What follows belongs to an exercise in optimizing a design on an open flow for small area and a short achievable clock period; a production flow would make more cautious choices.
In this exercise RTL edits were held to simulation tests only and were not proved equivalent to the original.
Power and IR drop assume default switching activity.

`flow/design.v`:
```
package bmu_op_pkg;
  localparam int BMU_OP_W = 6;
  typedef enum logic [BMU_OP_W-1:0] {
    OP_NOP,
    OP_ADD,
    OP_SUB,
    OP_SLT,
    OP_SLTU,
    OP_AND,
    OP_OR,
    OP_XOR,
    OP_ANDN,
    OP_ORN,
    OP_XNOR,
    OP_SLL,
    OP_SRL,
    OP_SRA,
    OP_ROL,
    OP_ROR,
    OP_SH1ADD,
    OP_SH2ADD,
    OP_SH3ADD,
    OP_CLZ,
    OP_CTZ,
    OP_CPOP,
    OP_SEXT_B,
    OP_SEXT_H,
    OP_MIN,
    OP_MAX,
    OP_MINU,
    OP_MAXU,
    OP_PACK,
    OP_PACKU,
    OP_PACKH,
    OP_REV8,
    OP_ORC_B,
    OP_BSET,
    OP_BCLR,
    OP_BINV,
    OP_BEXT,
    OP_CSRW,
    OP_CSRWI
  } bmu_op_e;
endpackage
package bmu_data_pkg;
  localparam int BMU_XLEN = 32;
  localparam int BMU_SHAMT_W = $clog2(BMU_XLEN);
  localparam int BMU_COUNT_W = $clog2(BMU_XLEN) + 1;
  typedef logic [BMU_XLEN-1:0] bmu_word_t;
  typedef logic [BMU_SHAMT_W-1:0] bmu_shamt_t;
  typedef logic [BMU_COUNT_W-1:0] bmu_count_t;
endpackage
module bmu_top #(
  parameter bit ZBA_EN = 1'b1,
  parameter bit ZBB_EN = 1'b1,
  parameter bit ZBS_EN = 1'b1,
  parameter bit ZBP_EN = 1'b1
) (
  input  logic        clk,
  input  logic        rst_n,
  input  logic        valid_in,
  input  logic [5:0]  op,
  input  logic        csr_ren,
  input  logic [31:0] csr_rddata,
  input  logic [31:0] a,
  input  logic [31:0] b,
  output logic [31:0] result,
  output logic        error
);
  logic ext_off;
  always_comb begin
    case (op)
      6'd16, 6'd17, 6'd18:
        ext_off = !ZBA_EN;
      6'd8, 6'd9, 6'd10, 6'd14, 6'd15, 6'd19, 6'd20, 6'd21, 6'd22, 6'd23,
      6'd24, 6'd25, 6'd26, 6'd27, 6'd28, 6'd30, 6'd31, 6'd32:
        ext_off = !ZBB_EN;
      6'd33, 6'd34, 6'd35, 6'd36:
        ext_off = !ZBS_EN;
      6'd29:
        ext_off = !ZBP_EN;
      default:
        ext_off = 1'b0;
    endcase
  end
  logic illegal, csr_sel, en;
  assign illegal = (csr_ren && (op != 6'd0)) || ext_off;
  assign csr_sel = csr_ren && (op == 6'd0);
  assign en      = !csr_ren && !ext_off;
  logic [63:0] d;
  assign d = {63'd0, en} << op;
  logic o_add, o_sub, o_slt, o_sltu, o_and, o_or, o_xor, o_andn, o_orn, o_xnor;
  logic o_sll, o_srl, o_sra, o_rol, o_ror, o_sh1, o_sh2, o_sh3, o_clz, o_ctz;
  logic o_cpop, o_sextb, o_sexth, o_min, o_max, o_minu, o_maxu, o_pack, o_packu;
  logic o_packh, o_rev8, o_orcb, o_bset, o_bclr, o_binv, o_bext, o_csrw, o_csrwi;
  assign o_add   = d[1];
  assign o_sub   = d[2];
  assign o_slt   = d[3];
  assign o_sltu  = d[4];
  assign o_and   = d[5];
  assign o_or    = d[6];
  assign o_xor   = d[7];
  assign o_andn  = d[8];
  assign o_orn   = d[9];
  assign o_xnor  = d[10];
  assign o_sll   = d[11];
  assign o_srl   = d[12];
  assign o_sra   = d[13];
  assign o_rol   = d[14];
  assign o_ror   = d[15];
  assign o_sh1   = d[16];
  assign o_sh2   = d[17];
  assign o_sh3   = d[18];
  assign o_clz   = d[19];
  assign o_ctz   = d[20];
  assign o_cpop  = d[21];
  assign o_sextb = d[22];
  assign o_sexth = d[23];
  assign o_min   = d[24];
  assign o_max   = d[25];
  assign o_minu  = d[26];
  assign o_maxu  = d[27];
  assign o_pack  = d[28];
  assign o_packu = d[29];
  assign o_packh = d[30];
  assign o_rev8  = d[31];
  assign o_orcb  = d[32];
  assign o_bset  = d[33];
  assign o_bclr  = d[34];
  assign o_binv  = d[35];
  assign o_bext  = d[36];
  assign o_csrw  = d[37];
  assign o_csrwi = d[38];
  logic shx, sh1, sh2, sh3, eoh, inv, cin, cmp_s;
  assign shx   = op[4] & ~op[3];
  assign sh1   = shx & ~op[1] & ~op[0];
  assign sh2   = shx & op[0];
  assign sh3   = shx & op[1];
  assign eoh   = op[5];
  assign inv   = op[3] | (~op[4] & ~op[2] & ~op[0]) | (op[2] & ~op[1] & ~op[0]) |
                 (~op[5] & ~op[2] & op[1] & op[0]);
  assign cin   = op[3] | (~op[4] & ~op[0]) | (op[1] & op[0]);
  assign cmp_s = op[4] ? ~op[1] : op[0];
  logic mn, mx, kc, k1, k2;
  assign mn    = o_min | o_minu;
  assign mx    = o_max | o_maxu;
  assign kc    = o_add | o_sub | o_sh1 | o_sh2 | o_sh3;
  assign k1    = o_and | o_andn | o_or | o_orn | o_bset | o_bclr;
  assign k2    = kc | o_xor | o_xnor | o_or | o_orn | o_bset | o_binv;
  logic [4:0]  s;
  logic [31:0] oh, am, bm, p, g, c, x;
  assign s = b[4:0];
  always_comb begin
    for (int i = 0; i < 32; i++) begin
      oh[i] = (s == i[4:0]);
      am[i] = (a[i] & ~shx) | ((i >= 1) ? (a[(i+31)%32] & sh1) : 1'b0) |
              ((i >= 2) ? (a[(i+30)%32] & sh2) : 1'b0) | ((i >= 3) ? (a[(i+29)%32] & sh3) : 1'b0);
      bm[i] = (eoh ? oh[i] : b[i]) ^ inv;
    end
  end
  assign p = am ^ bm;
  assign g = am & bm;
  always_comb begin
    for (int i = 0; i < 32; i++) begin
      x[i] = ((p[i] & k2) | (g[i] & k1)) ^ (c[i] & kc);
    end
  end
  logic lt;
  assign lt = ~((cmp_s ? (~a[31] & b[31]) : g[31]) | (p[31] & c[31]));
  logic sel_a, sel_b, pa_lo8, pa_lo16, pa_hi, pb_lo, pb_hi;
  assign sel_a   = (mn & lt) | (mx & ~lt);
  assign sel_b   = (mn & ~lt) | (mx & lt);
  assign pa_hi   = sel_a | o_csrw;
  assign pa_lo16 = pa_hi | o_sexth | o_pack;
  assign pa_lo8  = pa_lo16 | o_sextb | o_packh;
  assign pb_lo   = sel_b | o_csrwi;
  assign pb_hi   = pb_lo | o_packu;
  logic [31:0] cp;
  always_comb begin
    for (int i = 0; i < 32; i++) begin
      cp[i] = (a[i] & ((i < 8) ? pa_lo8 : (i < 16) ? pa_lo16 : pa_hi)) |
              (b[i] & ((i < 16) ? pb_lo : pb_hi));
    end
  end
  logic        left;
  logic [4:0]  r;
  logic [31:0] rot0, rot1, rot2, rot3, rot4, rot;
  assign left = ~op[2] | (op[1] & ~op[0]);
  assign r[0] = s[0];
  assign r[1] = s[1] ^ (left & s[0]);
  assign r[2] = s[2] ^ (left & (|s[1:0]));
  assign r[3] = s[3] ^ (left & (|s[2:0]));
  assign r[4] = s[4] ^ (left & (|s[3:0]));
  assign rot0 = r[0] ? {a[0], a[31:1]} : a;
  assign rot1 = r[1] ? {rot0[1:0], rot0[31:2]} : rot0;
  assign rot2 = r[2] ? {rot1[3:0], rot1[31:4]} : rot1;
  assign rot3 = r[3] ? {rot2[7:0], rot2[31:8]} : rot2;
  assign rot  = r[4] ? {rot3[15:0], rot3[31:16]} : rot3;
  logic [31:0] t, shv;
  logic rotate, right;
  assign rotate = o_rol | o_ror;
  assign right  = o_srl | o_sra;
  always_comb begin
    for (int j = 0; j < 32; j++) t[j] = (s <= j[4:0]);
    for (int i = 0; i < 32; i++) begin
      shv[i] = (rot[i] & (rotate | (o_sll & t[i]) | (right & t[31-i]))) |
               (o_sra & a[31] & ~t[31-i]);
    end
  end
  logic [5:0] pop, lzc, tzc, cnt;
  assign cnt = ({6{o_cpop}} & pop) | ({6{o_clz}} & lzc) | ({6{o_ctz}} & tzc);
  logic [31:0] y;
  always_comb begin
    for (int i = 0; i < 32; i++) begin
      y[i] = (o_rev8 & a[8*(3-i/8) + i%8]) | (o_orcb & (|a[8*(i/8) +: 8]));
      if (i >= 8)             y[i] = y[i] | (o_sextb & a[7]);
      if (i >= 16)            y[i] = y[i] | (o_sexth & a[15]) | (o_pack & b[(i+16)%32]);
      if (i < 16)             y[i] = y[i] | (o_packu & a[(i+16)%32]);
      if (i >= 8 && i < 16)   y[i] = y[i] | (o_packh & b[(i+24)%32]);
    end
  end
  logic [31:0] result_next;
  always_comb begin
    result_next = x | shv | y | cp | (csr_rddata & {32{csr_sel}});
    result_next[5:0] = result_next[5:0] | cnt;
    result_next[0] = result_next[0] | (lt & (o_slt | o_sltu)) | (o_bext & rot[0]);
  end
  always_ff @(posedge clk or negedge rst_n) begin
    if (!rst_n) begin
      result <= '0;
      error  <= 1'b0;
    end else if (valid_in) begin
      result <= result_next;
      error  <= illegal;
    end
  end
  logic pc_1;
  logic pc_2;
  logic pc_3;
  logic pc_4;
  logic pc_5;
  logic pc_6;
  logic pc_7;
  logic pc_8;
  logic pc_9;
  logic pc_10;
  logic pc_11;
  logic pc_12;
  logic pc_13;
  logic pc_14;
  logic pc_15;
  logic pc_16;
  logic pc_17;
  logic pc_18;
  logic pc_19;
  logic pc_20;
  logic pc_21;
  logic pc_22;
  logic pc_23;
  logic pc_24;
  logic pc_25;
  logic pc_26;
  logic pc_27;
  logic pc_28;
  logic pc_29;
  logic pc_30;
  logic pc_31;
  logic pc_32;
  logic pc_33;
  logic pc_34;
  logic pc_35;
  logic pc_36;
  logic pc_37;
  logic pc_38;
  logic pc_39;
  logic pc_40;
  logic pc_41;
  logic pc_42;
  logic pc_43;
  logic pc_44;
  logic pc_45;
  logic pc_46;
  logic pc_47;
  logic pc_48;
  logic pc_49;
  logic pc_50;
  logic pc_51;
  logic pc_52;
  logic pc_o0;
  logic pc_o1;
  logic pc_o2;
  logic pc_o3;
  logic pc_o4;
  logic pc_o5;
  logic lz_v1_0;
  logic lz_c1_0_0;
  logic lz_v1_1;
  logic lz_c1_1_0;
  logic lz_v1_2;
  logic lz_c1_2_0;
  logic lz_v1_3;
  logic lz_c1_3_0;
  logic lz_v1_4;
  logic lz_c1_4_0;
  logic lz_v1_5;
  logic lz_c1_5_0;
  logic lz_v1_6;
  logic lz_c1_6_0;
  logic lz_v1_7;
  logic lz_c1_7_0;
  logic lz_v1_8;
  logic lz_c1_8_0;
  logic lz_v1_9;
  logic lz_c1_9_0;
  logic lz_v1_10;
  logic lz_c1_10_0;
  logic lz_v1_11;
  logic lz_c1_11_0;
  logic lz_v1_12;
  logic lz_c1_12_0;
  logic lz_v1_13;
  logic lz_c1_13_0;
  logic lz_v1_14;
  logic lz_c1_14_0;
  logic lz_v1_15;
  logic lz_c1_15_0;
  logic lz_v2_0;
  logic lz_c2_0_0;
  logic lz_c2_0_1;
  logic lz_v2_1;
  logic lz_c2_1_0;
  logic lz_c2_1_1;
  logic lz_v2_2;
  logic lz_c2_2_0;
  logic lz_c2_2_1;
  logic lz_v2_3;
  logic lz_c2_3_0;
  logic lz_c2_3_1;
  logic lz_v2_4;
  logic lz_c2_4_0;
  logic lz_c2_4_1;
  logic lz_v2_5;
  logic lz_c2_5_0;
  logic lz_c2_5_1;
  logic lz_v2_6;
  logic lz_c2_6_0;
  logic lz_c2_6_1;
  logic lz_v2_7;
  logic lz_c2_7_0;
  logic lz_c2_7_1;
  logic lz_v3_0;
  logic lz_c3_0_0;
  logic lz_c3_0_1;
  logic lz_c3_0_2;
  logic lz_v3_1;
  logic lz_c3_1_0;
  logic lz_c3_1_1;
  logic lz_c3_1_2;
  logic lz_v3_2;
  logic lz_c3_2_0;
  logic lz_c3_2_1;
  logic lz_c3_2_2;
  logic lz_v3_3;
  logic lz_c3_3_0;
  logic lz_c3_3_1;
  logic lz_c3_3_2;
  logic lz_v4_0;
  logic lz_c4_0_0;
  logic lz_c4_0_1;
  logic lz_c4_0_2;
  logic lz_c4_0_3;
  logic lz_v4_1;
  logic lz_c4_1_0;
  logic lz_c4_1_1;
  logic lz_c4_1_2;
  logic lz_c4_1_3;
  logic lz_v5_0;
  logic lz_c5_0_0;
  logic lz_c5_0_1;
  logic lz_c5_0_2;
  logic lz_c5_0_3;
  logic lz_c5_0_4;
  logic tz_v1_0;
  logic tz_c1_0_0;
  logic tz_v1_1;
  logic tz_c1_1_0;
  logic tz_v1_2;
  logic tz_c1_2_0;
  logic tz_v1_3;
  logic tz_c1_3_0;
  logic tz_v1_4;
  logic tz_c1_4_0;
  logic tz_v1_5;
  logic tz_c1_5_0;
  logic tz_v1_6;
  logic tz_c1_6_0;
  logic tz_v1_7;
  logic tz_c1_7_0;
  logic tz_v1_8;
  logic tz_c1_8_0;
  logic tz_v1_9;
  logic tz_c1_9_0;
  logic tz_v1_10;
  logic tz_c1_10_0;
  logic tz_v1_11;
  logic tz_c1_11_0;
  logic tz_v1_12;
  logic tz_c1_12_0;
  logic tz_v1_13;
  logic tz_c1_13_0;
  logic tz_v1_14;
  logic tz_c1_14_0;
  logic tz_v1_15;
  logic tz_c1_15_0;
  logic tz_v2_0;
  logic tz_c2_0_0;
  logic tz_c2_0_1;
  logic tz_v2_1;
  logic tz_c2_1_0;
  logic tz_c2_1_1;
  logic tz_v2_2;
  logic tz_c2_2_0;
  logic tz_c2_2_1;
  logic tz_v2_3;
  logic tz_c2_3_0;
  logic tz_c2_3_1;
  logic tz_v2_4;
  logic tz_c2_4_0;
  logic tz_c2_4_1;
  logic tz_v2_5;
  logic tz_c2_5_0;
  logic tz_c2_5_1;
  logic tz_v2_6;
  logic tz_c2_6_0;
  logic tz_c2_6_1;
  logic tz_v2_7;
  logic tz_c2_7_0;
  logic tz_c2_7_1;
  logic tz_v3_0;
  logic tz_c3_0_0;
  logic tz_c3_0_1;
  logic tz_c3_0_2;
  logic tz_v3_1;
  logic tz_c3_1_0;
  logic tz_c3_1_1;
  logic tz_c3_1_2;
  logic tz_v3_2;
  logic tz_c3_2_0;
  logic tz_c3_2_1;
  logic tz_c3_2_2;
  logic tz_v3_3;
  logic tz_c3_3_0;
  logic tz_c3_3_1;
  logic tz_c3_3_2;
  logic tz_v4_0;
  logic tz_c4_0_0;
  logic tz_c4_0_1;
  logic tz_c4_0_2;
  logic tz_c4_0_3;
  logic tz_v4_1;
  logic tz_c4_1_0;
  logic tz_c4_1_1;
  logic tz_c4_1_2;
  logic tz_c4_1_3;
  logic tz_v5_0;
  logic tz_c5_0_0;
  logic tz_c5_0_1;
  logic tz_c5_0_2;
  logic tz_c5_0_3;
  logic tz_c5_0_4;
  logic bk_g1_1;
  logic bk_p1_1;
  logic bk_g1_3;
  logic bk_p1_3;
  logic bk_g1_5;
  logic bk_p1_5;
  logic bk_g1_7;
  logic bk_p1_7;
  logic bk_g1_9;
  logic bk_p1_9;
  logic bk_g1_11;
  logic bk_p1_11;
  logic bk_g1_13;
  logic bk_p1_13;
  logic bk_g1_15;
  logic bk_p1_15;
  logic bk_g1_17;
  logic bk_p1_17;
  logic bk_g1_19;
  logic bk_p1_19;
  logic bk_g1_21;
  logic bk_p1_21;
  logic bk_g1_23;
  logic bk_p1_23;
  logic bk_g1_25;
  logic bk_p1_25;
  logic bk_g1_27;
  logic bk_p1_27;
  logic bk_g1_29;
  logic bk_p1_29;
  logic bk_g1_31;
  logic bk_p1_31;
  logic bk_g2_3;
  logic bk_p2_3;
  logic bk_g2_7;
  logic bk_p2_7;
  logic bk_g2_11;
  logic bk_p2_11;
  logic bk_g2_15;
  logic bk_p2_15;
  logic bk_g2_19;
  logic bk_p2_19;
  logic bk_g2_23;
  logic bk_p2_23;
  logic bk_g2_27;
  logic bk_p2_27;
  logic bk_g2_31;
  logic bk_p2_31;
  logic bk_g4_7;
  logic bk_p4_7;
  logic bk_g4_15;
  logic bk_p4_15;
  logic bk_g4_23;
  logic bk_p4_23;
  logic bk_g4_31;
  logic bk_p4_31;
  logic bk_g8_15;
  logic bk_p8_15;
  logic bk_g8_31;
  logic bk_p8_31;
  logic bk_g16_31;
  logic bk_p16_31;
  logic bk_h8_23;
  logic bk_h4_11;
  logic bk_h4_19;
  logic bk_h4_27;
  logic bk_h2_5;
  logic bk_h2_9;
  logic bk_h2_13;
  logic bk_h2_17;
  logic bk_h2_21;
  logic bk_h2_25;
  logic bk_h2_29;
  logic bk_h1_2;
  logic bk_h1_4;
  logic bk_h1_6;
  logic bk_h1_8;
  logic bk_h1_10;
  logic bk_h1_12;
  logic bk_h1_14;
  logic bk_h1_16;
  logic bk_h1_18;
  logic bk_h1_20;
  logic bk_h1_22;
  logic bk_h1_24;
  logic bk_h1_26;
  logic bk_h1_28;
  logic bk_h1_30;
  assign pc_1 = a[0] ^ a[10] ^ a[11];
  assign pc_2 = (a[0] & a[10]) | (a[0] & a[11]) | (a[10] & a[11]);
  assign pc_3 = a[12] ^ a[13] ^ a[14];
  assign pc_4 = (a[12] & a[13]) | (a[12] & a[14]) | (a[13] & a[14]);
  assign pc_5 = a[15] ^ a[16] ^ a[17];
  assign pc_6 = (a[15] & a[16]) | (a[15] & a[17]) | (a[16] & a[17]);
  assign pc_7 = a[18] ^ a[19] ^ a[1];
  assign pc_8 = (a[18] & a[19]) | (a[18] & a[1]) | (a[19] & a[1]);
  assign pc_9 = a[20] ^ a[21] ^ a[22];
  assign pc_10 = (a[20] & a[21]) | (a[20] & a[22]) | (a[21] & a[22]);
  assign pc_11 = a[23] ^ a[24] ^ a[25];
  assign pc_12 = (a[23] & a[24]) | (a[23] & a[25]) | (a[24] & a[25]);
  assign pc_13 = a[26] ^ a[27] ^ a[28];
  assign pc_14 = (a[26] & a[27]) | (a[26] & a[28]) | (a[27] & a[28]);
  assign pc_15 = a[29] ^ a[2] ^ a[30];
  assign pc_16 = (a[29] & a[2]) | (a[29] & a[30]) | (a[2] & a[30]);
  assign pc_17 = a[31] ^ a[3] ^ a[4];
  assign pc_18 = (a[31] & a[3]) | (a[31] & a[4]) | (a[3] & a[4]);
  assign pc_19 = a[5] ^ a[6] ^ a[7];
  assign pc_20 = (a[5] & a[6]) | (a[5] & a[7]) | (a[6] & a[7]);
  assign pc_21 = a[8] ^ a[9] ^ pc_1;
  assign pc_22 = (a[8] & a[9]) | (a[8] & pc_1) | (a[9] & pc_1);
  assign pc_23 = pc_11 ^ pc_13 ^ pc_15;
  assign pc_24 = (pc_11 & pc_13) | (pc_11 & pc_15) | (pc_13 & pc_15);
  assign pc_25 = pc_17 ^ pc_19 ^ pc_3;
  assign pc_26 = (pc_17 & pc_19) | (pc_17 & pc_3) | (pc_19 & pc_3);
  assign pc_27 = pc_5 ^ pc_7 ^ pc_9;
  assign pc_28 = (pc_5 & pc_7) | (pc_5 & pc_9) | (pc_7 & pc_9);
  assign pc_29 = pc_21 ^ pc_23 ^ pc_25;
  assign pc_30 = (pc_21 & pc_23) | (pc_21 & pc_25) | (pc_23 & pc_25);
  assign pc_31 = pc_10 ^ pc_12 ^ pc_14;
  assign pc_32 = (pc_10 & pc_12) | (pc_10 & pc_14) | (pc_12 & pc_14);
  assign pc_33 = pc_16 ^ pc_18 ^ pc_2;
  assign pc_34 = (pc_16 & pc_18) | (pc_16 & pc_2) | (pc_18 & pc_2);
  assign pc_35 = pc_20 ^ pc_4 ^ pc_6;
  assign pc_36 = (pc_20 & pc_4) | (pc_20 & pc_6) | (pc_4 & pc_6);
  assign pc_37 = pc_8 ^ pc_22 ^ pc_24;
  assign pc_38 = (pc_8 & pc_22) | (pc_8 & pc_24) | (pc_22 & pc_24);
  assign pc_39 = pc_26 ^ pc_28 ^ pc_31;
  assign pc_40 = (pc_26 & pc_28) | (pc_26 & pc_31) | (pc_28 & pc_31);
  assign pc_41 = pc_33 ^ pc_35 ^ pc_30;
  assign pc_42 = (pc_33 & pc_35) | (pc_33 & pc_30) | (pc_35 & pc_30);
  assign pc_43 = pc_37 ^ pc_39;
  assign pc_44 = pc_37 & pc_39;
  assign pc_45 = pc_32 ^ pc_34 ^ pc_36;
  assign pc_46 = (pc_32 & pc_34) | (pc_32 & pc_36) | (pc_34 & pc_36);
  assign pc_47 = pc_38 ^ pc_40 ^ pc_45;
  assign pc_48 = (pc_38 & pc_40) | (pc_38 & pc_45) | (pc_40 & pc_45);
  assign pc_49 = pc_44 ^ pc_42;
  assign pc_50 = pc_44 & pc_42;
  assign pc_51 = pc_46 ^ pc_48;
  assign pc_52 = pc_46 & pc_48;
  assign pc_o0 = (pc_27 ^ pc_29) ^ (1'b0);
  assign pc_o1 = (pc_43 ^ pc_41) ^ (((pc_27 & pc_29)));
  assign pc_o2 = (pc_47 ^ pc_49) ^ (((pc_27 & pc_29) & (pc_43 | pc_41)) | ((pc_43 & pc_41)));
  assign pc_o3 = (pc_50 ^ pc_51) ^ (((pc_27 & pc_29) & (pc_43 | pc_41) & (pc_47 | pc_49)) | ((pc_43 & pc_41) & (pc_47 | pc_49)) | ((pc_47 & pc_49)));
  assign pc_o4 = pc_52 ^ (((pc_27 & pc_29) & (pc_43 | pc_41) & (pc_47 | pc_49) & (pc_50 | pc_51)) | ((pc_43 & pc_41) & (pc_47 | pc_49) & (pc_50 | pc_51)) | ((pc_47 & pc_49) & (pc_50 | pc_51)) | ((pc_50 & pc_51)));
  assign pc_o5 = 1'b0 ^ (((pc_27 & pc_29) & (pc_43 | pc_41) & (pc_47 | pc_49) & (pc_50 | pc_51) & pc_52) | ((pc_43 & pc_41) & (pc_47 | pc_49) & (pc_50 | pc_51) & pc_52) | ((pc_47 & pc_49) & (pc_50 | pc_51) & pc_52) | ((pc_50 & pc_51) & pc_52) | (1'b0));
  assign lz_v1_0 = a[1] | a[0];
  assign lz_c1_0_0 = ~a[1];
  assign lz_v1_1 = a[3] | a[2];
  assign lz_c1_1_0 = ~a[3];
  assign lz_v1_2 = a[5] | a[4];
  assign lz_c1_2_0 = ~a[5];
  assign lz_v1_3 = a[7] | a[6];
  assign lz_c1_3_0 = ~a[7];
  assign lz_v1_4 = a[9] | a[8];
  assign lz_c1_4_0 = ~a[9];
  assign lz_v1_5 = a[11] | a[10];
  assign lz_c1_5_0 = ~a[11];
  assign lz_v1_6 = a[13] | a[12];
  assign lz_c1_6_0 = ~a[13];
  assign lz_v1_7 = a[15] | a[14];
  assign lz_c1_7_0 = ~a[15];
  assign lz_v1_8 = a[17] | a[16];
  assign lz_c1_8_0 = ~a[17];
  assign lz_v1_9 = a[19] | a[18];
  assign lz_c1_9_0 = ~a[19];
  assign lz_v1_10 = a[21] | a[20];
  assign lz_c1_10_0 = ~a[21];
  assign lz_v1_11 = a[23] | a[22];
  assign lz_c1_11_0 = ~a[23];
  assign lz_v1_12 = a[25] | a[24];
  assign lz_c1_12_0 = ~a[25];
  assign lz_v1_13 = a[27] | a[26];
  assign lz_c1_13_0 = ~a[27];
  assign lz_v1_14 = a[29] | a[28];
  assign lz_c1_14_0 = ~a[29];
  assign lz_v1_15 = a[31] | a[30];
  assign lz_c1_15_0 = ~a[31];
  assign lz_v2_0 = lz_v1_1 | lz_v1_0;
  assign lz_c2_0_0 = lz_v1_1 ? lz_c1_1_0 : lz_c1_0_0;
  assign lz_c2_0_1 = ~lz_v1_1;
  assign lz_v2_1 = lz_v1_3 | lz_v1_2;
  assign lz_c2_1_0 = lz_v1_3 ? lz_c1_3_0 : lz_c1_2_0;
  assign lz_c2_1_1 = ~lz_v1_3;
  assign lz_v2_2 = lz_v1_5 | lz_v1_4;
  assign lz_c2_2_0 = lz_v1_5 ? lz_c1_5_0 : lz_c1_4_0;
  assign lz_c2_2_1 = ~lz_v1_5;
  assign lz_v2_3 = lz_v1_7 | lz_v1_6;
  assign lz_c2_3_0 = lz_v1_7 ? lz_c1_7_0 : lz_c1_6_0;
  assign lz_c2_3_1 = ~lz_v1_7;
  assign lz_v2_4 = lz_v1_9 | lz_v1_8;
  assign lz_c2_4_0 = lz_v1_9 ? lz_c1_9_0 : lz_c1_8_0;
  assign lz_c2_4_1 = ~lz_v1_9;
  assign lz_v2_5 = lz_v1_11 | lz_v1_10;
  assign lz_c2_5_0 = lz_v1_11 ? lz_c1_11_0 : lz_c1_10_0;
  assign lz_c2_5_1 = ~lz_v1_11;
  assign lz_v2_6 = lz_v1_13 | lz_v1_12;
  assign lz_c2_6_0 = lz_v1_13 ? lz_c1_13_0 : lz_c1_12_0;
  assign lz_c2_6_1 = ~lz_v1_13;
  assign lz_v2_7 = lz_v1_15 | lz_v1_14;
  assign lz_c2_7_0 = lz_v1_15 ? lz_c1_15_0 : lz_c1_14_0;
  assign lz_c2_7_1 = ~lz_v1_15;
  assign lz_v3_0 = lz_v2_1 | lz_v2_0;
  assign lz_c3_0_0 = lz_v2_1 ? lz_c2_1_0 : lz_c2_0_0;
  assign lz_c3_0_1 = lz_v2_1 ? lz_c2_1_1 : lz_c2_0_1;
  assign lz_c3_0_2 = ~lz_v2_1;
  assign lz_v3_1 = lz_v2_3 | lz_v2_2;
  assign lz_c3_1_0 = lz_v2_3 ? lz_c2_3_0 : lz_c2_2_0;
  assign lz_c3_1_1 = lz_v2_3 ? lz_c2_3_1 : lz_c2_2_1;
  assign lz_c3_1_2 = ~lz_v2_3;
  assign lz_v3_2 = lz_v2_5 | lz_v2_4;
  assign lz_c3_2_0 = lz_v2_5 ? lz_c2_5_0 : lz_c2_4_0;
  assign lz_c3_2_1 = lz_v2_5 ? lz_c2_5_1 : lz_c2_4_1;
  assign lz_c3_2_2 = ~lz_v2_5;
  assign lz_v3_3 = lz_v2_7 | lz_v2_6;
  assign lz_c3_3_0 = lz_v2_7 ? lz_c2_7_0 : lz_c2_6_0;
  assign lz_c3_3_1 = lz_v2_7 ? lz_c2_7_1 : lz_c2_6_1;
  assign lz_c3_3_2 = ~lz_v2_7;
  assign lz_v4_0 = lz_v3_1 | lz_v3_0;
  assign lz_c4_0_0 = lz_v3_1 ? lz_c3_1_0 : lz_c3_0_0;
  assign lz_c4_0_1 = lz_v3_1 ? lz_c3_1_1 : lz_c3_0_1;
  assign lz_c4_0_2 = lz_v3_1 ? lz_c3_1_2 : lz_c3_0_2;
  assign lz_c4_0_3 = ~lz_v3_1;
  assign lz_v4_1 = lz_v3_3 | lz_v3_2;
  assign lz_c4_1_0 = lz_v3_3 ? lz_c3_3_0 : lz_c3_2_0;
  assign lz_c4_1_1 = lz_v3_3 ? lz_c3_3_1 : lz_c3_2_1;
  assign lz_c4_1_2 = lz_v3_3 ? lz_c3_3_2 : lz_c3_2_2;
  assign lz_c4_1_3 = ~lz_v3_3;
  assign lz_v5_0 = lz_v4_1 | lz_v4_0;
  assign lz_c5_0_0 = lz_v4_1 ? lz_c4_1_0 : lz_c4_0_0;
  assign lz_c5_0_1 = lz_v4_1 ? lz_c4_1_1 : lz_c4_0_1;
  assign lz_c5_0_2 = lz_v4_1 ? lz_c4_1_2 : lz_c4_0_2;
  assign lz_c5_0_3 = lz_v4_1 ? lz_c4_1_3 : lz_c4_0_3;
  assign lz_c5_0_4 = ~lz_v4_1;
  assign tz_v1_0 = a[0] | a[1];
  assign tz_c1_0_0 = ~a[0];
  assign tz_v1_1 = a[2] | a[3];
  assign tz_c1_1_0 = ~a[2];
  assign tz_v1_2 = a[4] | a[5];
  assign tz_c1_2_0 = ~a[4];
  assign tz_v1_3 = a[6] | a[7];
  assign tz_c1_3_0 = ~a[6];
  assign tz_v1_4 = a[8] | a[9];
  assign tz_c1_4_0 = ~a[8];
  assign tz_v1_5 = a[10] | a[11];
  assign tz_c1_5_0 = ~a[10];
  assign tz_v1_6 = a[12] | a[13];
  assign tz_c1_6_0 = ~a[12];
  assign tz_v1_7 = a[14] | a[15];
  assign tz_c1_7_0 = ~a[14];
  assign tz_v1_8 = a[16] | a[17];
  assign tz_c1_8_0 = ~a[16];
  assign tz_v1_9 = a[18] | a[19];
  assign tz_c1_9_0 = ~a[18];
  assign tz_v1_10 = a[20] | a[21];
  assign tz_c1_10_0 = ~a[20];
  assign tz_v1_11 = a[22] | a[23];
  assign tz_c1_11_0 = ~a[22];
  assign tz_v1_12 = a[24] | a[25];
  assign tz_c1_12_0 = ~a[24];
  assign tz_v1_13 = a[26] | a[27];
  assign tz_c1_13_0 = ~a[26];
  assign tz_v1_14 = a[28] | a[29];
  assign tz_c1_14_0 = ~a[28];
  assign tz_v1_15 = a[30] | a[31];
  assign tz_c1_15_0 = ~a[30];
  assign tz_v2_0 = tz_v1_0 | tz_v1_1;
  assign tz_c2_0_0 = tz_v1_0 ? tz_c1_0_0 : tz_c1_1_0;
  assign tz_c2_0_1 = ~tz_v1_0;
  assign tz_v2_1 = tz_v1_2 | tz_v1_3;
  assign tz_c2_1_0 = tz_v1_2 ? tz_c1_2_0 : tz_c1_3_0;
  assign tz_c2_1_1 = ~tz_v1_2;
  assign tz_v2_2 = tz_v1_4 | tz_v1_5;
  assign tz_c2_2_0 = tz_v1_4 ? tz_c1_4_0 : tz_c1_5_0;
  assign tz_c2_2_1 = ~tz_v1_4;
  assign tz_v2_3 = tz_v1_6 | tz_v1_7;
  assign tz_c2_3_0 = tz_v1_6 ? tz_c1_6_0 : tz_c1_7_0;
  assign tz_c2_3_1 = ~tz_v1_6;
  assign tz_v2_4 = tz_v1_8 | tz_v1_9;
  assign tz_c2_4_0 = tz_v1_8 ? tz_c1_8_0 : tz_c1_9_0;
  assign tz_c2_4_1 = ~tz_v1_8;
  assign tz_v2_5 = tz_v1_10 | tz_v1_11;
  assign tz_c2_5_0 = tz_v1_10 ? tz_c1_10_0 : tz_c1_11_0;
  assign tz_c2_5_1 = ~tz_v1_10;
  assign tz_v2_6 = tz_v1_12 | tz_v1_13;
  assign tz_c2_6_0 = tz_v1_12 ? tz_c1_12_0 : tz_c1_13_0;
  assign tz_c2_6_1 = ~tz_v1_12;
  assign tz_v2_7 = tz_v1_14 | tz_v1_15;
  assign tz_c2_7_0 = tz_v1_14 ? tz_c1_14_0 : tz_c1_15_0;
  assign tz_c2_7_1 = ~tz_v1_14;
  assign tz_v3_0 = tz_v2_0 | tz_v2_1;
  assign tz_c3_0_0 = tz_v2_0 ? tz_c2_0_0 : tz_c2_1_0;
  assign tz_c3_0_1 = tz_v2_0 ? tz_c2_0_1 : tz_c2_1_1;
  assign tz_c3_0_2 = ~tz_v2_0;
  assign tz_v3_1 = tz_v2_2 | tz_v2_3;
  assign tz_c3_1_0 = tz_v2_2 ? tz_c2_2_0 : tz_c2_3_0;
  assign tz_c3_1_1 = tz_v2_2 ? tz_c2_2_1 : tz_c2_3_1;
  assign tz_c3_1_2 = ~tz_v2_2;
  assign tz_v3_2 = tz_v2_4 | tz_v2_5;
  assign tz_c3_2_0 = tz_v2_4 ? tz_c2_4_0 : tz_c2_5_0;
  assign tz_c3_2_1 = tz_v2_4 ? tz_c2_4_1 : tz_c2_5_1;
  assign tz_c3_2_2 = ~tz_v2_4;
  assign tz_v3_3 = tz_v2_6 | tz_v2_7;
  assign tz_c3_3_0 = tz_v2_6 ? tz_c2_6_0 : tz_c2_7_0;
  assign tz_c3_3_1 = tz_v2_6 ? tz_c2_6_1 : tz_c2_7_1;
  assign tz_c3_3_2 = ~tz_v2_6;
  assign tz_v4_0 = tz_v3_0 | tz_v3_1;
  assign tz_c4_0_0 = tz_v3_0 ? tz_c3_0_0 : tz_c3_1_0;
  assign tz_c4_0_1 = tz_v3_0 ? tz_c3_0_1 : tz_c3_1_1;
  assign tz_c4_0_2 = tz_v3_0 ? tz_c3_0_2 : tz_c3_1_2;
  assign tz_c4_0_3 = ~tz_v3_0;
  assign tz_v4_1 = tz_v3_2 | tz_v3_3;
  assign tz_c4_1_0 = tz_v3_2 ? tz_c3_2_0 : tz_c3_3_0;
  assign tz_c4_1_1 = tz_v3_2 ? tz_c3_2_1 : tz_c3_3_1;
  assign tz_c4_1_2 = tz_v3_2 ? tz_c3_2_2 : tz_c3_3_2;
  assign tz_c4_1_3 = ~tz_v3_2;
  assign tz_v5_0 = tz_v4_0 | tz_v4_1;
  assign tz_c5_0_0 = tz_v4_0 ? tz_c4_0_0 : tz_c4_1_0;
  assign tz_c5_0_1 = tz_v4_0 ? tz_c4_0_1 : tz_c4_1_1;
  assign tz_c5_0_2 = tz_v4_0 ? tz_c4_0_2 : tz_c4_1_2;
  assign tz_c5_0_3 = tz_v4_0 ? tz_c4_0_3 : tz_c4_1_3;
  assign tz_c5_0_4 = ~tz_v4_0;
  assign pop[0] = pc_o0;
  assign lzc[0] = (lz_c5_0_0 & lz_v5_0);
  assign tzc[0] = (tz_c5_0_0 & tz_v5_0);
  assign pop[1] = pc_o1;
  assign lzc[1] = (lz_c5_0_1 & lz_v5_0);
  assign tzc[1] = (tz_c5_0_1 & tz_v5_0);
  assign pop[2] = pc_o2;
  assign lzc[2] = (lz_c5_0_2 & lz_v5_0);
  assign tzc[2] = (tz_c5_0_2 & tz_v5_0);
  assign pop[3] = pc_o3;
  assign lzc[3] = (lz_c5_0_3 & lz_v5_0);
  assign tzc[3] = (tz_c5_0_3 & tz_v5_0);
  assign pop[4] = pc_o4;
  assign lzc[4] = (lz_c5_0_4 & lz_v5_0);
  assign tzc[4] = (tz_c5_0_4 & tz_v5_0);
  assign pop[5] = pc_o5;
  assign lzc[5] = ~lz_v5_0;
  assign tzc[5] = ~tz_v5_0;
  assign bk_g1_1 = g[1] | (p[1] & (g[0] | (p[0] & cin)));
  assign bk_p1_1 = p[1] & p[0];
  assign bk_g1_3 = g[3] | (p[3] & g[2]);
  assign bk_p1_3 = p[3] & p[2];
  assign bk_g1_5 = g[5] | (p[5] & g[4]);
  assign bk_p1_5 = p[5] & p[4];
  assign bk_g1_7 = g[7] | (p[7] & g[6]);
  assign bk_p1_7 = p[7] & p[6];
  assign bk_g1_9 = g[9] | (p[9] & g[8]);
  assign bk_p1_9 = p[9] & p[8];
  assign bk_g1_11 = g[11] | (p[11] & g[10]);
  assign bk_p1_11 = p[11] & p[10];
  assign bk_g1_13 = g[13] | (p[13] & g[12]);
  assign bk_p1_13 = p[13] & p[12];
  assign bk_g1_15 = g[15] | (p[15] & g[14]);
  assign bk_p1_15 = p[15] & p[14];
  assign bk_g1_17 = g[17] | (p[17] & g[16]);
  assign bk_p1_17 = p[17] & p[16];
  assign bk_g1_19 = g[19] | (p[19] & g[18]);
  assign bk_p1_19 = p[19] & p[18];
  assign bk_g1_21 = g[21] | (p[21] & g[20]);
  assign bk_p1_21 = p[21] & p[20];
  assign bk_g1_23 = g[23] | (p[23] & g[22]);
  assign bk_p1_23 = p[23] & p[22];
  assign bk_g1_25 = g[25] | (p[25] & g[24]);
  assign bk_p1_25 = p[25] & p[24];
  assign bk_g1_27 = g[27] | (p[27] & g[26]);
  assign bk_p1_27 = p[27] & p[26];
  assign bk_g1_29 = g[29] | (p[29] & g[28]);
  assign bk_p1_29 = p[29] & p[28];
  assign bk_g1_31 = g[31] | (p[31] & g[30]);
  assign bk_p1_31 = p[31] & p[30];
  assign bk_g2_3 = bk_g1_3 | (bk_p1_3 & bk_g1_1);
  assign bk_p2_3 = bk_p1_3 & bk_p1_1;
  assign bk_g2_7 = bk_g1_7 | (bk_p1_7 & bk_g1_5);
  assign bk_p2_7 = bk_p1_7 & bk_p1_5;
  assign bk_g2_11 = bk_g1_11 | (bk_p1_11 & bk_g1_9);
  assign bk_p2_11 = bk_p1_11 & bk_p1_9;
  assign bk_g2_15 = bk_g1_15 | (bk_p1_15 & bk_g1_13);
  assign bk_p2_15 = bk_p1_15 & bk_p1_13;
  assign bk_g2_19 = bk_g1_19 | (bk_p1_19 & bk_g1_17);
  assign bk_p2_19 = bk_p1_19 & bk_p1_17;
  assign bk_g2_23 = bk_g1_23 | (bk_p1_23 & bk_g1_21);
  assign bk_p2_23 = bk_p1_23 & bk_p1_21;
  assign bk_g2_27 = bk_g1_27 | (bk_p1_27 & bk_g1_25);
  assign bk_p2_27 = bk_p1_27 & bk_p1_25;
  assign bk_g2_31 = bk_g1_31 | (bk_p1_31 & bk_g1_29);
  assign bk_p2_31 = bk_p1_31 & bk_p1_29;
  assign bk_g4_7 = bk_g2_7 | (bk_p2_7 & bk_g2_3);
  assign bk_p4_7 = bk_p2_7 & bk_p2_3;
  assign bk_g4_15 = bk_g2_15 | (bk_p2_15 & bk_g2_11);
  assign bk_p4_15 = bk_p2_15 & bk_p2_11;
  assign bk_g4_23 = bk_g2_23 | (bk_p2_23 & bk_g2_19);
  assign bk_p4_23 = bk_p2_23 & bk_p2_19;
  assign bk_g4_31 = bk_g2_31 | (bk_p2_31 & bk_g2_27);
  assign bk_p4_31 = bk_p2_31 & bk_p2_27;
  assign bk_g8_15 = bk_g4_15 | (bk_p4_15 & bk_g4_7);
  assign bk_p8_15 = bk_p4_15 & bk_p4_7;
  assign bk_g8_31 = bk_g4_31 | (bk_p4_31 & bk_g4_23);
  assign bk_p8_31 = bk_p4_31 & bk_p4_23;
  assign bk_g16_31 = bk_g8_31 | (bk_p8_31 & bk_g8_15);
  assign bk_p16_31 = bk_p8_31 & bk_p8_15;
  assign bk_h8_23 = bk_g4_23 | (bk_p4_23 & bk_g8_15);
  assign bk_h4_11 = bk_g2_11 | (bk_p2_11 & bk_g4_7);
  assign bk_h4_19 = bk_g2_19 | (bk_p2_19 & bk_g8_15);
  assign bk_h4_27 = bk_g2_27 | (bk_p2_27 & bk_h8_23);
  assign bk_h2_5 = bk_g1_5 | (bk_p1_5 & bk_g2_3);
  assign bk_h2_9 = bk_g1_9 | (bk_p1_9 & bk_g4_7);
  assign bk_h2_13 = bk_g1_13 | (bk_p1_13 & bk_h4_11);
  assign bk_h2_17 = bk_g1_17 | (bk_p1_17 & bk_g8_15);
  assign bk_h2_21 = bk_g1_21 | (bk_p1_21 & bk_h4_19);
  assign bk_h2_25 = bk_g1_25 | (bk_p1_25 & bk_h8_23);
  assign bk_h2_29 = bk_g1_29 | (bk_p1_29 & bk_h4_27);
  assign bk_h1_2 = g[2] | (p[2] & bk_g1_1);
  assign bk_h1_4 = g[4] | (p[4] & bk_g2_3);
  assign bk_h1_6 = g[6] | (p[6] & bk_h2_5);
  assign bk_h1_8 = g[8] | (p[8] & bk_g4_7);
  assign bk_h1_10 = g[10] | (p[10] & bk_h2_9);
  assign bk_h1_12 = g[12] | (p[12] & bk_h4_11);
  assign bk_h1_14 = g[14] | (p[14] & bk_h2_13);
  assign bk_h1_16 = g[16] | (p[16] & bk_g8_15);
  assign bk_h1_18 = g[18] | (p[18] & bk_h2_17);
  assign bk_h1_20 = g[20] | (p[20] & bk_h4_19);
  assign bk_h1_22 = g[22] | (p[22] & bk_h2_21);
  assign bk_h1_24 = g[24] | (p[24] & bk_h8_23);
  assign bk_h1_26 = g[26] | (p[26] & bk_h2_25);
  assign bk_h1_28 = g[28] | (p[28] & bk_h4_27);
  assign bk_h1_30 = g[30] | (p[30] & bk_h2_29);
  assign c[0] = cin;
  assign c[1] = (g[0] | (p[0] & cin));
  assign c[2] = bk_g1_1;
  assign c[3] = bk_h1_2;
  assign c[4] = bk_g2_3;
  assign c[5] = bk_h1_4;
  assign c[6] = bk_h2_5;
  assign c[7] = bk_h1_6;
  assign c[8] = bk_g4_7;
  assign c[9] = bk_h1_8;
  assign c[10] = bk_h2_9;
  assign c[11] = bk_h1_10;
  assign c[12] = bk_h4_11;
  assign c[13] = bk_h1_12;
  assign c[14] = bk_h2_13;
  assign c[15] = bk_h1_14;
  assign c[16] = bk_g8_15;
  assign c[17] = bk_h1_16;
  assign c[18] = bk_h2_17;
  assign c[19] = bk_h1_18;
  assign c[20] = bk_h4_19;
  assign c[21] = bk_h1_20;
  assign c[22] = bk_h2_21;
  assign c[23] = bk_h1_22;
  assign c[24] = bk_h8_23;
  assign c[25] = bk_h1_24;
  assign c[26] = bk_h2_25;
  assign c[27] = bk_h1_26;
  assign c[28] = bk_h4_27;
  assign c[29] = bk_h1_28;
  assign c[30] = bk_h2_29;
  assign c[31] = bk_h1_30;
endmodule
```
`flow/config.mk`:
```
export PLATFORM = sky130hd
export DESIGN_NAME = bmu_top
export DESIGN_NICKNAME = bmu_top
export VERILOG_FILES = /design/flow/design.v
export SDC_FILE = /design/flow/constraint.sdc
export NUM_CORES = 4
export LEC_CHECK = 0
export ABC_AREA = 1
export CAP_MARGIN = 20
export CORE_MARGIN = 2
export CORE_UTILIZATION = 45
export PLACE_DENSITY = 0.65
export SETUP_SLACK_MARGIN = 3.0
export SLEW_MARGIN = 20
```
`flow/standard.sh`:
```
#!/bin/bash
# synth_recipe.tcl (not shown) runs the flow's synth.tcl, then flattens the netlist and writes it again
# the make line also repeats each setting of config.mk as NAME=value (left out here)
make -C /OpenROAD-flow-scripts/flow DESIGN_CONFIG=/design/flow/config.mk WORK_HOME=/design/flow/orfs CLKGATE_MAP_FILE= SYNTH_SCRIPT=/design/flow/synth_recipe.tcl "${@:-finish}"
```
`flow/flow/late_margin`:
```
0.5
```
`flow/constraint.sdc`:
```
create_clock -name core_clock -period 7.5 [get_ports {clk}]
set_input_delay 1.5000 -clock core_clock [delete_from_list [all_inputs] [get_ports {clk}]]
set_output_delay 1.5000 -clock core_clock [all_outputs]
set_load 0.01 [all_outputs]
```
`flow/flow/run.sh`:
```
#!/bin/bash
# The standard layout (standard.sh), with these changes made on its make
# command line / environment:
#  - ADDER_MAP_FILE is left empty, so synthesis does not extract full and
#    half adder cells and ABC maps the adder and popcount trees from gates;
#    the rest of synth_recipe.tcl runs unchanged, so the registers and their
#    names are the standard synthesis's
#  - ports are buffered with sky130_fd_sc_hd__buf_2 instead of the default
#    delay buffer
#  - the steps up to clock tree synthesis repair timing to the setup margin
#    of config.mk; routing and the steps after it repair to a margin of
#    flow/late_margin only
set -euo pipefail
LATE=$(cat flow/late_margin)
sed 's#SYNTH_SCRIPT=#ADDER_MAP_FILE= SYNTH_SCRIPT=#' standard.sh > flow_standard.sh
grep -q "ADDER_MAP_FILE= SYNTH_SCRIPT=" flow_standard.sh
sed "s#SETUP_SLACK_MARGIN=[^ ]*#SETUP_SLACK_MARGIN=$LATE#" flow_standard.sh > flow_standard_late.sh
grep -q "SETUP_SLACK_MARGIN=$LATE " flow_standard_late.sh
export BUFFER_PORTS_ARGS="-buffer_cell sky130_fd_sc_hd__buf_2"
bash flow_standard.sh cts > flow_make_early.log 2>&1
bash flow_standard_late.sh > flow_make_late.log 2>&1
```
==> notes.md, run 1 <==
global-route wire length before repair 95.7 mm; Clock Skew 0 ns; mean post-synth cell area 5.17 sq um; DR pass1 iterations 9; worst skew pair latency 0.29 ns; leak pwr between 5 and 6 nW; initial core utilization 45.8%; DRT iter0 DRCs ~2500; hold slack 0.512 ns; Setup CP Type in -> reg; Crit Path Max Fanout 19; Seq cells post-synth 33; Post-Syn Nets around 2200; Placed Cells 2433; die width roughly 160 microns; htree depth 2; Max Slew Vio Count 0; layout cells sized above 1 17.2%; routed length per instance 27.2 microns; Die ar. 25100 sq um; Filler cells roughly 2600; Synth Cell Area 10700 sq um; Final Hold Fails 0; nets 2276; post-layout min period roughly 4.7 ns; status no timing/DRC/antenna violations; Non-Filler Instances 2491; cells along the critical path buf_2, inv_1, o21ai_0, buf_4, nand2_2, xor2_2, o21a_1, nor2_1, a21oi_1, inv_1, o21ai_0, nand2_1, nand3_1, nand4_1, o21bai_1, a21oi_2, a21oi_1; port bufs 138; Total GRT Usage 53.3%; Buf/Inv on CP 4; number of global-route vias before repair 14498; sequential share of the synthesized area 7.70%; actual slew at the worst max-slew pin 1.17 ns; Mapped Cells 2072; Clock Tree Buf Depth 2; initial antenna violation count 1; max_cap viols 0; Setup crit start kind primary input; Reg clk slew, reported paths 0.06 ns; CTS hold repair buffers 0; Ports 139; Period Utilization, post-route 62.8%; CTS root buffer clkbuf_16; Rel. slew slack 19.9%; slowest cell on the critical path xor2_2; Chip Height 158 microns; Core ar. 23400 sq um; Final ANT Viol Nets 0; Max Clk Rate between 0.2 and 0.25 GHz; Power per Cell Area roughly 130 nW/um^2; WP data required 7.68 ns; HP Class reg -> reg; CTS tree done; yosys warns 1; DR vias/cell 6.52; worst path arrival time 4.89 ns; number of remaining DRC errors 0; Pwr Total 1.66 mW; setup TNS 0 ns; CTS sink cnt 33; Crit path max-delay family compound AO/OA/AOI/OAI gates; Synth cell types 63; Setup crit end kind register; RSZ-0062 raised after global routing false; Detailed Place HPWL 50.6 mm; largest net degree at the start of global routing 67; pre-CTS setup slack 1.68 ns; VDD IR max between 0.0001 and 0.00015 V; # rows 56; routed via count 16235; min setup slack post-route between 2 and 3 ns; Final setup violation count 0; Critical Path Max Stage Delay approximately 0.7 ns; Final Wtd Congestion 1.10; drt total wl 67.8 mm; Layout Area Growth over Synthesis 17.6%; gr ovfl total 0; CTS buffer count 5
==> layer usage <==
metal,global-route usage (%),wire length [microns],share of wire (%),up-vias
met3,19.3,9940,15,429
li1,-,-,-,7104
met2,76.1,26400,39,1391
met5,1.04,0,0,-
met4,45.8,7760,11,0
met1,62.9,23700,35,7311
==> placed cells by master (no fill, tap or decap), types with 11 or more instances in the layout <==
cell and instances:
inv_2 11, o221ai_1 16, dfrtp_1 33, o211ai_1 26
or2_2 20, o22ai_1 60, nand3_1 71, a21oi_2 28
a22oi_1 11, nor2_1 219, xnor2_1 17, o21a_1 17
nand4_1 25, a21oi_1 126, buf_2 128, buf_4 53
o21ai_0 161, nor2_2 15, o21ai_1 28, xor2_1 22
nand2_2 21, nand2_1 625, a2111oi_0 13, inv_1 223
nor3_1 11, o2111ai_1 14
==> worst paths after layout <==
path / start / slack [ns] / cells past startpoint / to
worst max-delay path: op[1] / 2.79 / 17 / result[10]$_DFFE_PN0P_
worst min-delay path: error$_DFFE_PN0P_ / 0.51 / 2 / error$_DFFE_PN0P_
worst max register to register: result[31]$_DFFE_PN0P_ / 6.83 / 2 / result[31]$_DFFE_PN0P_
worst min register to register: error$_DFFE_PN0P_ / 0.51 / 2 / error$_DFFE_PN0P_
max in group asynchronous: rst_n / 5.65 / 1 / result[4]$_DFFE_PN0P_
min in group asynchronous: rst_n / 1.31 / 1 / result[20]$_DFFE_PN0P_
==> report_power, final <==
part	leakage [nW]	switching, mW	internal, mW
clock network	0.0799	0.0913	0.141
logic	5.38	0.835	0.369
registers	0.394	0.0176	0.210
==> state kept, by name, summed over array words and instances (netlist names) <==
signal / cells
result: 32
error: 1
==> cell usage after synthesis, drive strengths merged <==
library cell    n  area share [%]
a2111oi        18             1.5
a211oi          5            0.35
a21boi          3            0.21
a21o            3            0.21
a21oi         156             8.2
a221o           4            0.37
a221oi         10            0.82
a22oi          11            0.77
a311o           1           0.093
a311oi          2            0.16
a31oi           3            0.18
and2            1           0.058
and3            2            0.12
buf            40             2.9
clkbuf         74             2.6
clkinv          4            0.14
dfrtp          33             7.7
inv           246             8.6
nand2         657              24
nand2b          2            0.12
nand3          78             3.8
nand3b          8            0.56
nand4          27             1.8
nor2          242             9.0
nor3           13            0.61
nor4            6            0.35
o2111ai        14             1.1
o211ai         26             1.8
o21a           17             1.2
o21ai         190             8.9
o21bai          9            0.63
o221ai         16             1.3
o22ai          68             4.0
o311ai          2            0.16
o31a            1           0.082
o31ai           3            0.21
o32ai           1           0.082
or2            30             1.8
or3             1           0.058
xnor2          19             1.6
xor2           26             2.1
==> cells by family after synthesis <==
logic type,after synthesis,share of synthesized area [%]
flip-flops,33,7.70
AND/OR/NAND/NOR,1067,41.9
buffers and inverters,364,14.3
AO/OA/AOI/OAI,563,32.4
XOR/XNOR,45,3.75
==> worst reg2reg max path, stage by stage, from the launching register on <==
cell and delay, ns:
dfrtp_1 0.41, nor2_1 0.10, a21oi_1 0.04
==> repair_timing <==
| item | 4_1_cts | 5_1_grt |
|---|---|---|
| setup endpoints to repair | 32 | 0 |
| setup buffers | 39 | 0 |
| gates resized for setup | 127 | 0 |
==> cell type report <==
type	count	area, sq um	area share, %
Sequential cell	33	826	6.55
Clock inverter	1	5.00	0.0397
Inverter	250	987	7.83
Timing Repair inverter	1	5.00	0.0397
Timing Repair Buffer	197	1350	10.7
Antenna cell	1	2.50	0.0199
Tap cell	319	399	3.17
Clock buffer	7	153	1.21
Multi-Input combinational cell	1682	8880	70.4
==> per-stage QoR <==
step / utilization (%) / area, sq um
2_1_floorplan: - / 10700
3_3_place_gp: 48.8 / 11400
3_5_place_dp: 48.8 / 11400
4_1_cts: 53.8 / 12600
5_1_grt: 53.8 / 12600
6_report: 53.9 / 12600
==> run 2, diff against run 1 <==
==> flow/flow/late_margin (replaced) <==
1.5
==> notes.md, run 2 <==
status no timing/DRC/antenna violations; worst path arrival time 4.89 ns (about the same); RSZ-0062 raised after global routing false; hold endpoint error$_DFFE_PN0P_; gr ovfl total 0 (unchanged); Core ar. 23400 sq um (unchanged); Layout Area Growth over Synthesis 17.6% (unchanged); initial antenna violation count 1 (unchanged); VDD IR max 0.000139 V (unchanged); WP data required 7.68 ns (about the same); reg2reg start result[31]$_DFFE_PN0P_; Critical Path Max Stage Delay 0.72 ns (about the same); biggest regs result: 32 flops, error: 1 flops; Max Slew Vio Count 0 (unchanged); logic gate share of total power 72.4% (about the same); Ports 139 (unchanged); most instantiated cells after synthesis nand2_1 (637), inv_1 (232), nor2_1 (229); max_cap viols 0 (unchanged); most frequent cells in the layout nand2_1 (625), inv_1 (223), nor2_1 (219); routed length per instance 27.2 microns (unchanged); Final setup violation count 0 (unchanged); layout cells sized above 1 17.2% (unchanged); Largest register FFs 32 (unchanged); top-area cell type share of the netlist area 22.3% (unchanged); leak pwr 5.85 nW (unchanged); Total GRT Usage 53.3% (unchanged); Mapped Cells 2072 (unchanged); setup TNS 0 ns (unchanged); DR pass1 iterations 9 (unchanged); worst reg2reg endpoint result[31]$_DFFE_PN0P_; Reg clk slew, reported paths 0.06 ns (about the same); Chip Height 158 microns (unchanged); actual slew at the worst max-slew pin 1.17 ns (unchanged); CTS buffer count 5 (unchanged); R2R setup slack 6.83 ns (about the same); hold slack 0.512 ns (unchanged); CTS root buffer clkbuf_16; Rel. slew slack 19.9% (unchanged); sequential share of the synthesized area 7.70% (unchanged); Final ANT Viol Nets 0 (unchanged); Final Hold Fails 0 (unchanged); Seq pwr share 13.7% (about the same); cells along the critical path buf_2, inv_1, o21ai_0, buf_4, nand2_2, xor2_2, o21a_1, nor2_1, a21oi_1, inv_1, o21ai_0, nand2_1, nand3_1, nand4_1, o21bai_1, a21oi_2, a21oi_1; Seq cells post-synth 33 (unchanged); post-layout min period 4.71 ns (unchanged); Detailed Place HPWL 50.6 mm (unchanged); Setup crit start kind primary input; drt total wl 67.8 mm (unchanged); Clk network pwr share 14.0% (about the same); routed via count 16235 (unchanged); Setup CP Type in -> reg; Synth area leader nand2_1; # rows 56 (unchanged); largest net degree at the start of global routing 67 (unchanged); critical hold path startpoint error$_DFFE_PN0P_; final core occ 53.9% (unchanged); switching power 0.944 mW (unchanged); Max Clk Rate 0.212 GHz (unchanged); Power per Cell Area 132 nW/um^2 (unchanged); mean post-synth cell area 5.17 sq um (unchanged); Die ar. 25100 sq um (unchanged); slowest cell on the critical path xor2_2; DRT iter0 DRCs 2536 (unchanged); worst hold stages 2 (unchanged); Post-Syn Nets 2178 (unchanged); ys flop type dfrtp_1; htree depth 2 (unchanged); Filler cells 2564 (unchanged); worst skew pair latency 0.29 ns (about the same); initial core utilization 45.8% (unchanged); Crit Path Max Fanout 19 (unchanged); top-count cell post-synth nand2_1; Sw Ratio 56.7% (unchanged); most common cell after layout, fill and taps aside nand2_1; Synth cell types 63 (unchanged); Clock Tree Buf Depth 2 (unchanged); HP Class reg -> reg; worst r2r path cells 2 (unchanged); yosys warns 1 (unchanged); number of flops mapped to enable cells by yosys 0 (unchanged); Setup crit end kind register; die width 158 microns (unchanged); Clock Skew 0 ns (unchanged); CTS tree done; CTS sink cnt 33 (unchanged); Final Wtd Congestion 1.10 (unchanged); Top reg by flops result; DR vias/cell 6.52 (unchanged); Synth Cell Area 10700 sq um (unchanged); ys async rst share 100% (unchanged); Synth area leaders nand2_1 (22%), inv_1 (8.1%), nor2_1 (8.0%), o21ai_0 (7.9%), dfrtp_1 (7.7%); global-route wire length before repair 95.7 mm (unchanged); nets 2276 (unchanged); Period Utilization, post-route 62.8% (unchanged); Cell Int Power 0.720 mW (unchanged); port bufs 138 (unchanged); number of global-route vias before repair 14498 (unchanged); number of remaining DRC errors 0 (unchanged)
run 2: cell counts in the layout (fill, tap and decap cells not counted):
No cell type changed its count.
run 2: layer usage:
metal	part of all wire, %	up-vias	routed length, microns	track usage (%)
li1	-	7104	-	-
met1	35	7311	23700	62.9
met2	39	1391	26400	76.1
met3	15	429	9940	19.3
met4	11	0	7760	45.8
met5	0	-	0	1.04
run 2: worst max-delay path, delay by kind of cell:
family          cells  cell delay [ns]
simple gates        5             0.73
compound gates      7             1.36
buf+inv             4             0.58
xor+xnor            1             0.72
run 2: power groups by stage:
stage               sequential [mW]  clock [mW]  combinational [mW]
floorplan                     0.244           0               0.711
global placement              0.228           0                1.03
detailed placement            0.229           0                1.05
CTS                           0.227       0.229                1.14
global route                  0.231       0.235                1.29
finish                        0.227       0.232                1.20
run 2: logic make-up after synthesis:
logic type / share of synthesized area (%)
flops: 7.70
xor+xnor: 3.75
buf+inv: 14.3
simple gates: 41.9
compound gates: 32.4
run 2: layout make-up:
cell class              count  area, sq um  area share, %
clock inverters             1         5.00         0.0397
repair buffers            197         1350           10.7
repair inverters            1         5.00         0.0397
clock buffers               7          153           1.21
multi-input cells        1682         8880           70.4
inverters                 250          987           7.83
well taps                 319          399           3.17
diodes                      1         2.50         0.0199
flip-flops and latches     33          826           6.55
run 2: stage by stage:
| stage | cells | worst slack [ns] | instance area, sq um | power [mW] |
|---|---|---|---|---|
| final | 2491 | 2.79 | 12600 | 1.66 |
| after global placement | 2433 | 1.88 | 11400 | 1.26 |
| after floorplan | 2072 | 3.33 | 10700 | 0.955 |
| after CTS | 2490 | 3.00 | 12600 | 1.60 |
| after global routing | 2490 | 2.44 | 12600 | 1.75 |
| after detailed placement | 2433 | 1.68 | 11400 | 1.28 |
run 2: what timing repair did:
item | in CTS | in global routing
endpoints found under the hold margin | 0 | 0
hold buffers | 0 | 0
endpoints found under the setup margin | 32 | 0
resized for setup | 127 | 0
buffers inserted | 39 | 0
run 2: how the worst max path moves through the flow:
stage | to | start | slack (ns) | cells after the start
after floorplan | result[6]$_DFFE_PN0P_ | op[4] | 3.33 | 31
after global placement | result[9]$_DFFE_PN0P_ | op[5] | 1.88 | 34
after detailed placement | result[5]$_DFFE_PN0P_ | op[5] | 1.68 | 32
after CTS | result[3]$_DFFE_PN0P_ | b[3] | 3.00 | 30
after global routing | result[8]$_DFFE_PN0P_ | op[1] | 2.44 | 13
final | result[10]$_DFFE_PN0P_ | op[1] | 2.79 | 17
==> run 3, diff against run 2 <==
==> flow/flow/late_margin (replaced) <==
0.5
--- a/flow/config.mk
+++ b/flow/config.mk
@@ -9,6 +9,6 @@
 export CAP_MARGIN = 20
 export CORE_MARGIN = 2
-export CORE_UTILIZATION = 45
-export PLACE_DENSITY = 0.65
+export CORE_UTILIZATION = 40
+export PLACE_DENSITY = 0.6
 export SETUP_SLACK_MARGIN = 3.0
 export SLEW_MARGIN = 20
==> notes.md, run 3 <==
die width 168 microns (+5.9%); Layout Area Growth over Synthesis 17.5% (about the same); min setup slack post-route 2.79 ns (+0.00446 ns); Die ar. 28100 sq um (+12%); number of remaining DRC errors 0 (unchanged); gr ovfl total 0 (unchanged); Largest register FFs 32 (unchanged); Post-Syn Nets 2178 (unchanged); htree depth 2 (unchanged); Power per Cell Area 131 nW/um^2 (-0.73%); Clock Skew 0 ns (unchanged); Chip Height 168 microns (+5.9%); DR pass1 iterations 8 (-1); worst path arrival time 4.89 ns (about the same); drt total wl 67.4 mm (-0.68%); sequential share of the synthesized area 7.70% (unchanged); top-area cell type share of the netlist area 22.3% (unchanged); VDD IR max 0.000106 V (-24%); RSZ-0062 raised after global routing false; Sw Ratio 56.5% (-0.22 points); mean post-synth cell area 5.17 sq um (unchanged); Reg clk slew, reported paths 0.07 ns (about the same); Setup crit end kind register; CTS tree done; Cell Int Power 0.718 mW (-0.27%); top-count cell post-synth nand2_1; biggest regs result: 32 flops, error: 1 flops; switching power 0.932 mW (-1.2%); layout cells sized above 1 17.3% (+0.12 points); Seq pwr share 13.7% (about the same); Filler cells 2985 (+16%); Setup crit start kind primary input; Crit Path Max Fanout 11 (-8); CTS hold repair buffers 0 (unchanged); number of global-route vias before repair 14432 (-0.46%); routed via count 15865 (-2.3%); initial antenna violation count 3 (+2); Rel. slew slack 20.6% (+0.72 points); port bufs 138 (unchanged); yosys warns 1 (unchanged); setup TNS 0 ns (unchanged); max_cap viols 0 (unchanged); Synth Cell Area 10700 sq um (unchanged); largest net degree at the start of global routing 64 (-4.5%); Period Utilization, post-route 62.8% (about the same); Mapped Cells 2072 (unchanged); Synth cell types 63 (unchanged); most frequent cells in the layout nand2_1 (623), inv_1 (224), nor2_1 (221); CTS buffer count 5 (unchanged); Synth area leaders nand2_1 (22%), inv_1 (8.1%), nor2_1 (8.0%), o21ai_0 (7.9%), dfrtp_1 (7.7%); CTS root buffer clkbuf_16; Final ANT Viol Nets 0 (unchanged); Detailed Place HPWL 51.6 mm (+2.0%); DRT iter0 DRCs 2332 (-8.0%); # rows 59 (+5.4%); status no timing/DRC/antenna violations; post-layout min period 4.71 ns (-0.00446 ns); nets 2278 (+0.088%); Final Hold Fails 0 (unchanged); Ports 139 (unchanged); logic gate share of total power 71.9% (-0.5 points); ys async rst share 100% (unchanged); Setup CP Type in -> reg; Total GRT Usage 46.5% (-6.9 points); Core ar. 26200 sq um (+12%); hold slack 0.501 ns (-0.0102 ns); most instantiated cells after synthesis nand2_1 (637), inv_1 (232), nor2_1 (229); routed length per instance 26.9 microns (-1.4%); worst skew pair latency 0.30 ns (about the same); number of flops mapped to enable cells by yosys 0 (unchanged); Clock Tree Buf Depth 2 (unchanged); pre-CTS setup slack 1.92 ns (+0.239 ns); actual slew at the worst max-slew pin 1.16 ns (-0.0105 ns); Final setup violation count 0 (unchanged); ys flop type dfrtp_1; Top reg by flops result; leak pwr 5.84 nW (-0.19%); Max Clk Rate 0.212 GHz (about the same); HP Class reg -> reg; most common cell after layout, fill and taps aside nand2_1; global-route wire length before repair 95.7 mm (about the same); Max Slew Vio Count 0 (unchanged); Final Wtd Congestion 1.10 (+0.58%); CTS sink cnt 33 (unchanged); Synth area leader nand2_1; Clk network pwr share 14.3% (+0.3 points); WP data required 7.68 ns (about the same); DR vias/cell 6.32 (-3.0%); Seq cells post-synth 33 (unchanged); initial core utilization 40.9% (-4.9 points)
-- run 3: kinds of logic (layout without fill, tap and decap cells) --
| family | Yosys count | count (layout) | share of synthesized area (%) |
|---|---|---|---|
| flops | 33 | 33 | 7.70 |
| other cells | 0 | 1 | 0 |
| simple gates | 1067 | 1069 | 41.9 |
| compound gates | 563 | 563 | 32.4 |
| xor+xnor | 45 | 48 | 3.75 |
| buf+inv | 364 | 460 | 14.3 |
-- run 3: power by group through the flow --
stage          Combinational, mW  Sequential, mW  Clock [mW]
3_3_place_gp                1.05           0.229           0
6_report                    1.19           0.227       0.237
3_5_place_dp                1.06           0.229           0
2_1_floorplan              0.711           0.244           0
4_1_cts                     1.15           0.227       0.234
5_1_grt                     1.28           0.230       0.242
-- run 3: per-stage QoR --
| stage | util [%] | power [mW] | instance area, sq um | instances |
|---|---|---|---|---|
| detailed placement | 43.8 | 1.29 | 11500 | 2454 |
| finish | 48.1 | 1.65 | 12600 | 2509 |
| global placement | 43.8 | 1.28 | 11500 | 2454 |
| floorplan | - | 0.955 | 10700 | 2072 |
| global route | 48.1 | 1.75 | 12600 | 2508 |
| CTS | 48.1 | 1.61 | 12600 | 2508 |
-- run 3: critical path, cell delays in order --
cell and delay (ns):
buf_2 0.23, nor2_1 0.28, inv_1 0.09, nor2_1 0.22, inv_1 0.09, nor2_1 0.15, inv_1 0.14, a21oi_1 0.57
nand2_1 0.14, a2111oi_0 0.94, nand4_1 0.30, a21oi_2 0.19, a21oi_2 0.06
-- run 3: path summary, 6_finish.rpt --
path,from,to,slack (ns),depth (start not counted)
min in group asynchronous,rst_n,result[21]$_DFFE_PN0P_,1.33,1
max in group asynchronous,rst_n,result[2]$_DFFE_PN0P_,5.61,1
worst min register to register,error$_DFFE_PN0P_,error$_DFFE_PN0P_,0.50,2
worst min-delay path,error$_DFFE_PN0P_,error$_DFFE_PN0P_,0.50,2
worst max-delay path,a[26],result[28]$_DFFE_PN0P_,2.79,13
worst max register to register,result[31]$_DFFE_PN0P_,result[31]$_DFFE_PN0P_,6.80,2
-- run 3: timing repair --
item / in CTS / in global routing
endpoints found under the setup margin: 32 / 0
buffers inserted: 39 / 0
resized for setup: 123 / 0
-- run 3: final cells by class --
type,count,area [sq um],area share (%)
Antenna cell,1,2.50,0.0199
Clock buffer,7,153,1.21
Clock inverter,1,5.00,0.0397
Inverter,250,992,7.88
Multi-Input combinational cell,1680,8830,70.1
Sequential cell,33,826,6.55
Tap cell,335,419,3.33
Timing Repair Buffer,201,1370,10.9
Timing Repair inverter,1,5.00,0.0397
-- run 3: routing by layer --
layer | part of all wire, % | wire, microns | GRT usage (%) | vias to the layer above
li1 | - | - | - | 7124
met1 | 37 | 25100 | 57.8 | 7186
met2 | 39 | 26600 | 67.5 | 1219
met3 | 13 | 8880 | 13.0 | 330
met4 | 10 | 6800 | 36.0 | 6
met5 | 0.11 | 71 | 1.57 | -

## what the ideal ports hide
The results above use ideal ports. As a check the final layouts listed here were re-extracted and re-timed, cells and wires unchanged. Step 1 assumes that a clkbuf_16 drives the clock port and a buf_2 every other input. Step 2 also shifts input and output timing later by t, the mid clock arrival at the registers, as if the neighbouring blocks saw the same clock. Three values: ideal, step 1, step 2; two values: the first two.
| run | shift t [ns] | setup slack, ns | clock arrival spread, ns | worst register clock-pin slew, ns | worst data-port slew with drivers (ns) |
|---|---|---|---|---|---|
| run 1 | 0.338 | 2.788 / 2.774 / 2.436 | 0.006 / 0.006 | 0.06 / 0.06 | 0.15 |
| run 2 | 0.338 | 2.788 / 2.774 / 2.436 | 0.006 / 0.006 | 0.06 / 0.06 | 0.15 |
| run 3 | 0.341 | 2.792 / 2.815 / 2.474 | 0.014 / 0.013 | 0.07 / 0.07 | 0.07 |
After both steps every run listed still meets setup and hold.
